Background: an optimization exercise with open tools, aiming at small area, a short achievable clock period and few clock cycles per item. Do not read the settings as production practice. Function was checked by simulation only, so behaviour that the tests miss may differ from the original. Power and IR drop assume default switching activity.

// tcp_synack_reply_builder
module tcp_synack_reply_builder (
  input  logic         clk,
  input  logic         rst,
  input  logic         in_valid,
  output logic         in_stall,
  input  logic [271:0] in_data,
  output logic         out_valid,
  input  logic         out_stall,
  output logic [256:0] out_data,
  input  logic         psel,
  input  logic         penable,
  input  logic         pwrite,
  input  logic [2:0]   paddr,
  input  logic [31:0]  pwdata,
  output logic [31:0]  prdata,
  output logic         pready
);
  function automatic logic [15:0] eac_add(input logic [15:0] x, input logic [15:0] y);
    logic [15:0] g, p, gg, pp, c;
    logic cin;
    g = x & y; p = x ^ y; gg = g; pp = p;
    for (int l = 0; l < 4; l++)
      for (int i = 0; i < 16; i++)
        if ((i >> l) & 1) begin
          gg[i] = gg[i] | (pp[i] & gg[((i >> l) << l) - 1]);
          pp[i] = pp[i] & pp[((i >> l) << l) - 1];
        end
    cin = gg[15];
    c[0] = cin;
    for (int i = 1; i < 16; i++) c[i] = gg[i-1] | (pp[i-1] & cin);
    eac_add = p ^ c;
  endfunction
  function automatic logic [15:0] eac_add0(input logic [15:0] x, input logic [15:0] y);
    logic [15:0] g, p, gg, pp, c;
    logic cin;
    g = x & y; p = x ^ y; gg = g; pp = p;
    for (int l = 0; l < 4; l++)
      for (int i = 0; i < 16; i++)
        if ((i >> l) & 1) begin
  ...
Settings: LEC_CHECK=0, ABC_AREA=0, CAP_MARGIN=20, CORE_MARGIN=2, CORE_UTILIZATION=40, CTS_CLUSTER_DIAMETER=60, CTS_CLUSTER_SIZE=30, SETUP_SLACK_MARGIN=3.8, SLEW_MARGIN=20; clock period 8.0 ns.
standard.sh (not shown) runs the stock make flow with config.mk's settings and CLKGATE_MAP_FILE= SYNTH_SCRIPT=/design/flow/synth_recipe.tcl, a recipe that flattens the netlist after the stock synthesis.
==> flow/flow/run.sh <==
#!/bin/bash
# Standard ORFS layout (the standard.sh), with the port buffers that
# buffer_ports inserts made sky130_fd_sc_hd__buf_1 instead of its default pick.
set -uo pipefail
bash standard.sh BUFFER_PORTS_ARGS="-buffer_cell sky130_fd_sc_hd__buf_1" finish > standard_make.log 2>&1
status=$?
tail -50 standard_make.log
exit $status
Testbench counts at the start, summed over its fixed seeds: cycles 9,608, items 9,600.
Then changed:
Settings changed: ABC_AREA 0 to 1, CORE_UTILIZATION 40 to 60, CTS_CLUSTER_DIAMETER 60 to default, CTS_CLUSTER_SIZE 30 to default, PLACE_DENSITY from default to 0.75, SETUP_SLACK_MARGIN 3.8 to 3.9.
Result:
- synthesized cell count went up by 20%
- clock-buffer cell count increases by 11
- utilization increases by 21 points
- sequential power is about the same
Then changed:
Settings changed: CORE_UTILIZATION 60 to 40, CTS_BUF_LIST from default to sky130_fd_sc_hd__clkbuf_8, PLACE_DENSITY 0.75 to default.
The changed run passed the timing, design-rule and antenna checks; total power drops by 0.64%; die area climbs by 49%; worst setup slack is better by 0.014 ns; critical path depth goes down by 7; global-route usage goes down by 11 points; clock skew goes up by 0.018 ns; maximum frequency grows by 0.36%; hold slack gets worse by 0.0031 ns.
Then changed:
Settings changed: ABC_AREA 1 to 0, CTS_BUF_LIST sky130_fd_sc_hd__clkbuf_8 to default.
The new run finished with timing, DRC and antenna clean.
Clock-buffer cell count came out lower by 23.
Combinational power went down by about 7%.
Fmax climbs by 0.35%.
Worst setup slack gets better by 0.014 ns.
Die area drops by 4.3%.
Synthesized area falls by 4.3%.
Utilization goes up by 1.0 points.
Power drops by 0.41%.

========
## xenon
Starting RTL as in the previous note.
## tcp_synack_reply_builder
module tcp_synack_reply_builder (
  input  logic         clk,
  input  logic         rst,
  input  logic         in_valid,
  output logic         in_stall,
  input  logic [271:0] in_data,
  output logic         out_valid,
  input  logic         out_stall,
  output logic [256:0] out_data,
  input  logic         psel,
  input  logic         penable,
  input  logic         pwrite,
  input  logic [2:0]   paddr,
  input  logic [31:0]  pwdata,
  output logic [31:0]  prdata,
  output logic         pready
);
  function automatic logic [15:0] eac_add(input logic [15:0] x, input logic [15:0] y);
    logic [15:0] g, p, gg, pp, c;
    logic cin;
    g = x & y; p = x ^ y; gg = g; pp = p;
    for (int l = 0; l < 4; l++)
      for (int i = 0; i < 16; i++)
        if ((i >> l) & 1) begin
          gg[i] = gg[i] | (pp[i] & gg[((i >> l) << l) - 1]);
          pp[i] = pp[i] & pp[((i >> l) << l) - 1];
        end
    cin = gg[15];
    c[0] = cin;
    for (int i = 1; i < 16; i++) c[i] = gg[i-1] | (pp[i-1] & cin);
    eac_add = p ^ c;
  endfunction
  function automatic logic [15:0] eac_add0(input logic [15:0] x, input logic [15:0] y);
    logic [15:0] g, p, gg, pp, c;
    logic cin;
    g = x & y; p = x ^ y; gg = g; pp = p;
    for (int l = 0; l < 4; l++)
      for (int i = 0; i < 16; i++)
        if ((i >> l) & 1) begin
          gg[i] = gg[i] | (pp[i] & gg[((i >> l) << l) - 1]);
          pp[i] = pp[i] & pp[((i >> l) << l) - 1];
        end
    cin = gg[15] | pp[15];
    c[0] = cin;
    for (int i = 1; i < 16; i++) c[i] = gg[i-1] | (pp[i-1] & cin);
    eac_add0 = p ^ c;
  endfunction
  function automatic logic [15:0] eac_add0_ks(input logic [15:0] x, input logic [15:0] y);
    logic [15:0] p, gg, pp, g2, p2;
    p = x ^ y; gg = x & y; pp = p;
    for (int l = 0; l < 4; l++) begin
      for (int i = 0; i < 16; i++) begin
        g2[i] = gg[i] | (pp[i] & gg[(i + 16 - (1 << l)) % 16]);
        p2[i] = pp[i] & pp[(i + 16 - (1 << l)) % 16];
      end
      gg = g2; pp = p2;
    end
    for (int i = 0; i < 16; i++) eac_add0_ks[i] = p[i] ^ (gg[(i + 15) % 16] | pp[(i + 15) % 16]);
  endfunction
  function automatic logic [15:0] eac_add_ks(input logic [15:0] x, input logic [15:0] y);
    logic [15:0] p, gg, pp, g2, p2;
    p = x ^ y; gg = x & y; pp = p;
  ...
clock: 8.0 ns
lec_check: 0
abc_area: 1
cap_margin: 20
core_margin: 2
core_utilization: 40
setup_slack_margin: 3.9
slew_margin: 20
==> flow/flow/run.sh <==
#!/bin/bash
# Standard ORFS layout (the standard.sh), with the port buffers that
# buffer_ports inserts made sky130_fd_sc_hd__buf_1 instead of its default pick.
set -uo pipefail
bash standard.sh BUFFER_PORTS_ARGS="-buffer_cell sky130_fd_sc_hd__buf_1" ADDER_MAP_FILE= finish > standard_make.log 2>&1
status=$?
tail -50 standard_make.log
exit $status
xenon: done, clean on timing, DRC and antenna
Testbench counts of xenon, summed over its fixed seeds: cycles 9,608, items 9,600.
Relative to xenon, the following input files were edited for garnet:
Settings: ABC_AREA now 0, was 1; SETUP_SLACK_MARGIN now 4.0, was 3.9.
--- a/flow/flow/run.sh
+++ b/flow/flow/run.sh
@@ -4,3 +4,3 @@
 set -uo pipefail
-bash standard.sh BUFFER_PORTS_ARGS="-buffer_cell sky130_fd_sc_hd__buf_1" ADDER_MAP_FILE= finish > standard_make.log 2>&1
+bash standard.sh BUFFER_PORTS_ARGS="-buffer_cell sky130_fd_sc_hd__buf_1" finish > standard_make.log 2>&1
 status=$?
==> run summary <==
garnet ended with every stage complete and zero timing, DRC or antenna violations.
Taking xenon as the reference, in garnet worst-case vdd ir drop fell about 5%; design area fell 2.6%.
Sequential-to-total area share from yosys stat sits higher in garnet than in xenon.
Of the two values seen for master of the slowest instance on the critical path, sky130_fd_sc_hd__dfxtp_2 was produced by garnet and sky130_fd_sc_hd__dfxtp_4 by xenon.
Comparing garnet and xenon, the higher global routing usage on met1 was measured on xenon.
garnet — met2 track utilization from global routing 4.9 points lower, xenon as reference
Here is what was changed in the inputs of pepper compared with garnet.
Settings: CORE_UTILIZATION changed from 40 to 60; SETUP_SLACK_MARGIN changed from 4.0 to 3.9; PLACE_DENSITY newly set to 0.75.
## What came out
pepper ends up with a utilization that is 20 points higher than in garnet.
[compare] base=garnet new=pepper: multi-input gate area in the final layout shows a reduction of 450 sq um, total CTS buffers -4, post-detailed-routing wire length shrank by 6200 um.
The fraction of layout instances using a drive strength above 1 reported for pepper is smaller than that of garnet by 5.5 points.
Via-per-instance ratio up 0.51 in pepper wrt garnet
Going from garnet to pepper, clock tree buffer count of the final layout shrinks by 6.
Going from garnet to pepper, the buffer count from post-CTS setup fixing was found to have gone down by 23.
Summary of pepper over garnet: total cell area at the placement stage decreased by about 1.9% relative to the old numbers, reg-to-reg setup timing slack picked up an extra 0.02 ns.
Inputs modified between pepper and indigo:
Settings: changing SETUP_SLACK_MARGIN from 3.9 to 3.8; removing PLACE_DENSITY (formerly 0.75); changing CORE_UTILIZATION from 60 to 40.
Notes after the runs:
Lower relative area of clock buffers and inverters in the final design among pepper and indigo: pepper. indigo vs pepper — per-cell via count in the routed design dropped by a little under 10%. indigo vs pepper — maximum vdd drop dropped about 16%. indigo vs. pepper: total stage count of the critical path saw a decrease, routed length on met1 up 3600 um.

-- static timing again, ports no longer ideal --
Ports are ideal in the flow. The routed layouts listed here were re-timed in OpenROAD.
Step 1: set_driving_cell puts a clkbuf_16 on clk and a buf_2 on each other input, an assumption about the parent block.
Step 2 moves the port delays by t, midway between the first and last clock arrival at a register: inputs arrive t later, outputs are due t later. That takes back most of the time a late clock gives input paths.
Three values: ideal ports, drivers, drivers and shift; two values: the first two.
| run | shift t [ns] | setup WS [ns] | worst register clock-pin slew, ns | worst slew at a driven data input, ns |
|---|---|---|---|---|
| the first run of note 1 | 0.618 | 3.811 / 3.768 / 3.206 | 0.08 / 0.08 | 0.13 |
| the second run of note 1 | 0.619 | 3.908 / 3.898 / 3.291 | 0.06 / 0.06 | 0.14 |
| the third run of note 1 | 0.704 | 3.922 / 3.893 / 3.250 | 0.07 / 0.07 | 0.12 |
| the fourth run of note 1 | 0.630 | 3.937 / 3.878 / 3.316 | 0.06 / 0.06 | 0.10 |
| xenon | 0.640 | 3.818 / 3.752 / 3.553 | 0.07 / 0.07 | 0.12 |
| garnet | 0.636 | 3.931 / 3.866 / 3.312 | 0.06 / 0.06 | 0.16 |
| pepper | 0.615 | 3.910 / 3.869 / 3.331 | 0.07 / 0.07 | 0.11 |
| indigo | 0.620 | 3.828 / 3.770 / 3.231 | 0.06 / 0.06 | 0.13 |
After both steps every run listed still meets setup and hold. For the third run of note 1, which loses most, drivers alone change the setup slack by -0.029 ns; drivers and shift together by -0.672 ns.
